Background: an optimization exercise with open tools, aiming at small area, a short achievable clock period and few clock cycles per item. Do not read the settings as production practice. In this exercise RTL edits were held to simulation tests only and were not proved equivalent to the original. Power and IR drop assume default switching activity.

== run 1 ==
==> flow/design.v <==
`timescale 1ns / 1ps
`default_nettype none
package alen_pkg;
  localparam int ALEN_DEPTH      = 64;
  localparam int ALEN_WORD_WIDTH = 32;
  localparam int OP_W     = 2;
  localparam int POS_W    = 7;
  localparam int DATA_W   = 32;
  localparam int LENGTH_W = 8;
  localparam int STATUS_W = 2;
  typedef enum logic [OP_W-1:0] {
    OP_APPEND = 2'd0,
    OP_READ   = 2'd1,
    OP_REMOVE = 2'd2
  } alen_op_e;
  typedef enum logic [STATUS_W-1:0] {
    ST_OK    = 2'd0,
    ST_RANGE = 2'd1,
    ST_FULL  = 2'd2
  } alen_status_e;
  typedef struct packed {
    alen_op_e            op;
    logic [POS_W-1:0]    position;
    logic [DATA_W-1:0]   word_in;
  } alen_in_t;
  typedef struct packed {
    logic [DATA_W-1:0]   word_out;
    logic [LENGTH_W-1:0] length;
    alen_status_e        status;
  } alen_out_t;
endpackage
`default_nettype wire
`timescale 1ns / 1ps
`default_nettype none
module alen_ctrl
(
  input  logic clk_i,
  input  logic rst_ni,
  input  logic in_valid_i,
  input  logic out_stall_i,
  output logic in_stall_o,
  output logic req_load_o,    
  output logic exec_o,        
  output logic skid_sel_o,    
  output logic out_load_o,    
  output logic skid_load_o,   
  output logic out_valid_o
);
  logic req_v_q, skid_v_q, out_v_q, stall_q, exec_q;
  logic req_v_d, skid_v_d, out_free;
  assign exec_o      = exec_q;
  assign in_stall_o  = stall_q;
  assign req_load_o  = ~stall_q;
  assign skid_sel_o  = skid_v_q;
  assign skid_load_o = ~skid_v_q;
  assign out_free    = ~out_v_q | ~out_stall_i;
  assign out_load_o  = out_free;
  assign out_valid_o = out_v_q;
  assign req_v_d  = stall_q ? req_v_q : in_valid_i;
  assign skid_v_d = ~out_free & (skid_v_q | exec_q);
  always_ff @(posedge clk_i or negedge rst_ni) begin
    if (!rst_ni) begin
      req_v_q  <= 1'b0;
      skid_v_q <= 1'b0;
      out_v_q  <= 1'b0;
      stall_q  <= 1'b0;
      exec_q   <= 1'b0;
    end else begin
      req_v_q  <= req_v_d;
      skid_v_q <= skid_v_d;
      stall_q  <= req_v_d & skid_v_d;
      exec_q   <= req_v_d & ~skid_v_d;
      if (out_free) begin
        out_v_q <= skid_v_q | exec_q;
      end
    end
  end
endmodule
`default_nettype wire
`timescale 1ns / 1ps
`default_nettype none
module alen_dpath
#(
  parameter int DEPTH      = alen_pkg::ALEN_DEPTH,
  parameter int WORD_WIDTH = alen_pkg::ALEN_WORD_WIDTH
) (
  input  logic                 clk_i,
  input  logic                 rst_ni,
  input  alen_pkg::alen_in_t   in_data_i,
  input  logic                 req_load_i,
  input  logic                 exec_i,
  input  logic                 skid_sel_i,
  input  logic                 out_load_i,
  input  logic                 skid_load_i,
  output alen_pkg::alen_out_t  out_data_o
);
  localparam int AW    = $clog2(DEPTH);
  localparam int CNT_W = $clog2(DEPTH + 1);
  localparam int GW    = 16;                
  localparam int NG    = DEPTH / GW;
  localparam int LW    = $clog2(GW);
  logic [WORD_WIDTH-1:0] mem_q [DEPTH];
  logic [AW-1:0]         pos_q;
  logic [WORD_WIDTH-1:0] word_q;
  logic [GW-1:0]         lo_q;
  logic [NG-1:0]         hi_q;
  logic                  app_ok_q, rm_ok_q, rd_ok_q, st_full_q, st_range_q;
  logic [CNT_W-1:0]      count_q, count_d;
  logic                  do_app, do_rm;
  assign do_app = exec_i & app_ok_q;
  assign do_rm  = exec_i & rm_ok_q;
  always_comb begin
    count_d = count_q;
    if (do_app) begin
      count_d = count_q + CNT_W'(1);
    end else if (do_rm) begin
      count_d = count_q - CNT_W'(1);
    end
  end
  always_ff @(posedge clk_i or negedge rst_ni) begin
    if (!rst_ni) begin
      count_q <= '0;
    end else begin
      count_q <= count_d;
    end
  end
  logic [alen_pkg::POS_W-1:0] in_pos;
  logic [CNT_W-1:0]           count_dec;
  logic lt_same, lt_inc, lt_dec, pos_ok_d, full_d;
  logic in_app, in_rd, in_rm;
  assign in_pos    = in_data_i.position;
  assign count_dec = count_q - CNT_W'(1);
  assign lt_same   = in_pos <  alen_pkg::POS_W'(count_q);
  assign lt_inc    = in_pos <= alen_pkg::POS_W'(count_q);
  assign lt_dec    = in_pos <  alen_pkg::POS_W'(count_dec);
  assign pos_ok_d  = do_app ? lt_inc : (do_rm ? lt_dec : lt_same);
  assign full_d    = count_d == CNT_W'(DEPTH);
  assign in_app    = in_data_i.op == alen_pkg::OP_APPEND;
  assign in_rd     = in_data_i.op == alen_pkg::OP_READ;
  assign in_rm     = in_data_i.op == alen_pkg::OP_REMOVE;
  always_ff @(posedge clk_i) begin
    if (req_load_i) begin
      pos_q      <= in_pos[AW-1:0];
      word_q     <= in_data_i.word_in;
      app_ok_q   <= in_app & ~full_d;
      rm_ok_q    <= in_rm & pos_ok_d;
      rd_ok_q    <= in_rd & pos_ok_d;
      st_full_q  <= in_app & full_d;
      st_range_q <= (in_rd | in_rm) & ~pos_ok_d;
      for (int g = 0; g < NG; g++) begin
        hi_q[g] <= in_pos[AW-1:LW] == (AW-LW)'(g);
      end
      for (int j = 0; j < GW; j++) begin
        lo_q[j] <= in_pos[LW-1:0] == LW'(j);
      end
    end
  end
  logic [WORD_WIDTH-1:0] wterm_even, wterm_odd;
  assign wterm_even = word_q & {WORD_WIDTH{~rm_ok_q}};      
  assign wterm_odd  = ~(word_q | {WORD_WIDTH{rm_ok_q}});    
  for (genvar i = 0; i < DEPTH; i++) begin : g_ent
    logic wr_app, wr_rm;
    assign wr_app = do_app & (count_q[AW-1:0] == AW'(i));
    assign wr_rm  = do_rm & (pos_q <= AW'(i));
    if (i < DEPTH - 1) begin : g_sh
      logic [WORD_WIDTH-1:0] wterm;
      assign wterm = (i % 2 == 0) ? wterm_even : wterm_odd;
      always_ff @(posedge clk_i) begin
        if (wr_app | wr_rm) begin
          mem_q[i] <= ~((mem_q[i+1] & {WORD_WIDTH{rm_ok_q}}) | wterm);
        end
      end
    end else begin : g_top
      always_ff @(posedge clk_i) begin
        if (wr_app) begin
          mem_q[i] <= word_q;
        end
      end
    end
  end
  logic [WORD_WIDTH-1:0] grp [NG];
  logic [WORD_WIDTH-1:0] rd_word;
  always_comb begin
    rd_word = '0;
    for (int g = 0; g < NG; g++) begin
      grp[g] = '0;
      for (int j = 0; j < GW; j++) begin
        grp[g] = grp[g] | ((((g*GW+j) % 2 == 0) ? ~mem_q[g*GW+j] : mem_q[g*GW+j]) & {WORD_WIDTH{lo_q[j]}});
      end
      rd_word = rd_word | (grp[g] & {WORD_WIDTH{hi_q[g]}});
    end
  end
  alen_pkg::alen_out_t res, skid_q, out_q;
  assign res.word_out = rd_ok_q ? rd_word : '0;
  assign res.length   = alen_pkg::LENGTH_W'(count_d);
  assign res.status   = st_full_q ? alen_pkg::ST_FULL :
                        (st_range_q ? alen_pkg::ST_RANGE : alen_pkg::ST_OK);
  always_ff @(posedge clk_i) begin
    if (skid_load_i) begin
      skid_q <= res;
    end
  end
  always_ff @(posedge clk_i or negedge rst_ni) begin
    if (!rst_ni) begin
      out_q <= '0;
    end else if (out_load_i) begin
      out_q <= skid_sel_i ? skid_q : res;
    end
  end
  assign out_data_o = out_q;
endmodule
`default_nettype wire
`timescale 1ns / 1ps
`default_nettype none
module array_list_engine_core
#(
  parameter int DEPTH      = alen_pkg::ALEN_DEPTH,
  parameter int WORD_WIDTH = alen_pkg::ALEN_WORD_WIDTH
) (
  input  logic        clk_i,
  input  logic        rst_ni,
  input  logic [40:0] in_data_i,
  input  logic        in_valid_i,
  output logic        in_stall_o,
  output logic [41:0] out_data_o,
  output logic        out_valid_o,
  input  logic        out_stall_i
);
  alen_pkg::alen_in_t  in_data;
  alen_pkg::alen_out_t out_data;
  logic req_load, exec, skid_sel, out_load, skid_load;
  assign in_data    = alen_pkg::alen_in_t'(in_data_i);
  assign out_data_o = out_data;
  alen_ctrl u_ctrl (
    .clk_i       (clk_i),
    .rst_ni      (rst_ni),
    .in_valid_i  (in_valid_i),
    .out_stall_i (out_stall_i),
    .in_stall_o  (in_stall_o),
    .req_load_o  (req_load),
    .exec_o      (exec),
    .skid_sel_o  (skid_sel),
    .out_load_o  (out_load),
    .skid_load_o (skid_load),
    .out_valid_o (out_valid_o)
  );
  alen_dpath #(
    .DEPTH      (DEPTH),
    .WORD_WIDTH (WORD_WIDTH)
  ) u_dpath (
    .clk_i       (clk_i),
    .rst_ni      (rst_ni),
    .in_data_i   (in_data),
    .req_load_i  (req_load),
    .exec_i      (exec),
    .skid_sel_i  (skid_sel),
    .out_load_i  (out_load),
    .skid_load_i (skid_load),
    .out_data_o  (out_data)
  );
endmodule
`default_nettype wire
clock: 9.0 ns
lec_check: 0
cap_margin: 20
core_margin: 2
core_utilization: 40
cts_cluster_diameter: 120
cts_cluster_size: 24
slew_margin: 20
standard.sh (not shown) runs the stock make flow with config.mk's settings and CLKGATE_MAP_FILE= SYNTH_SCRIPT=/design/flow/synth_recipe.tcl, a recipe that flattens the netlist after the stock synthesis.
==> flow/flow/run.sh <==
#!/bin/bash
set -euo pipefail
bash standard.sh SETUP_SLACK_MARGIN=5.6 finish > make_finish.log 2>&1 || { tail -40 make_finish.log; exit 1; }
Testbench counts of run 1, summed over its fixed seeds: cycles 16,016, items 16,000.
--- input diff run 1..run 2 ---
Settings: CTS_CLUSTER_SIZE changed from 24 to 20; CTS_CLUSTER_DIAMETER changed from 120 to 100; CORE_UTILIZATION changed from 40 to 50.
==> flow/flow/run.sh <==
#!/bin/bash
set -euo pipefail
bash standard.sh SETUP_SLACK_MARGIN=5.8 finish > make_finish.log 2>&1 || { tail -40 make_finish.log; exit 1; }
### Flow results
The die area in run 2 is 0.802 times that in run 1. Mean number of vias per cell (lower): run 1. Global-route track usage on met1 came out higher on run 2 than on run 1. Comparing run 2 and run 1, the higher total inserted antenna cells was measured on run 2. Compared with run 1, run 2 shows a internal reg-to-reg setup slack that is 160 ps higher. Compared with run 1, in run 2 period utilization now smaller, total clock buffers created by CTS now larger, part of the total power dissipated in the clock network now larger.
What run 3 does differently from run 2 at the input level:
Settings: swapping 50 for 40 in CORE_UTILIZATION; swapping 20 for 24 in CTS_CLUSTER_SIZE; swapping 100 for 120 in CTS_CLUSTER_DIAMETER.
--- outcome ---
In the reports for run 3 and run 2, the larger full die area belongs to run 3.
Fraction of area in registers across run 3 and run 2: no real change.
The first-pass GRT wire length was comparable across run 3 and run 2.
The lower non-clock buffer instance count of the final layout of run 3 and run 2 is in run 2.
Compared with run 2, run 3 shows a first-iteration DRC count that is 665 lower.
Relative to run 2, run 3 improves clock power.
### run 3 -> run 4
Settings: CTS_CLUSTER_SIZE removed (was 24); CTS_CLUSTER_DIAMETER removed (was 120).
==> flow/flow/run.sh <==
#!/bin/bash
set -euo pipefail
bash standard.sh SETUP_SLACK_MARGIN=5.6 finish > make_finish.log 2>&1 || { tail -40 make_finish.log; exit 1; }
- The final layout from run 3, which completed every stage, passed the timing, DRC and antenna checks at the end of the flow.
- Having completed the whole flow, run 4 delivered a layout that passed the timing, DRC and antenna checks.
- Max pin count of the biggest net entering global routing across run 4 and run 3: run 3
- Worst hold slack delta for run 4 relative to run 3: 11 ps lower
- Between run 4 and run 3, number of buffers inserted by post-CTS setup repair is lower for run 4, run 3 comes in above that.
- Run 4 vs run 3: via count up in run 4
- Run 3 has a lower fraction of power consumed by the clock network than run 4.
- Between run 4 and run 3, it is run 4 whose routed wire length is higher, by about 1.8%.
- Run 4: share of cells above drive strength 1 1.8 points above run 3
- In the final design statistics, run 4 uses more standard cells in total than run 3.

-- re-timing with driven ports --
The results above use ideal ports. As a check the final layouts listed here were re-extracted and re-timed, cells and wires unchanged. Step 1: set_driving_cell puts a clkbuf_16 on clk_i and a buf_2 on each other input, an assumption about the parent block. Step 2 times the ports against the registers' clock, not the clock port: input delays grow and output delays shrink by t, the midpoint of the rising clock arrivals with the driver on. Slacks: ideal / step 1 / step 2; pairs: ideal / step 1.
| run | t (ns) | slack for setup (ns) | latest minus earliest clock arrival (ns) | worst data-port slew with drivers (ns) | pins driven straight from the clock port |
|---|---|---|---|---|---|
| run 1 | 0.877 | 5.511 / 5.511 / 4.874 | 0.054 / 0.054 | 0.05 | 1 |
| run 2 | 0.908 | 5.667 / 5.585 / 4.987 | 0.069 / 0.068 | 0.10 | 1 |
| run 3 | 0.895 | 5.680 / 5.585 / 5.030 | 0.050 / 0.050 | 0.05 | 1 |
| run 4 | 0.956 | 5.514 / 5.453 / 4.856 | 0.040 / 0.039 | 0.05 | 1 |
After both steps setup and hold are still met in every run listed. For run 2, which loses most, drivers alone change the setup slack by -0.082 ns; drivers and shift together by -0.680 ns.
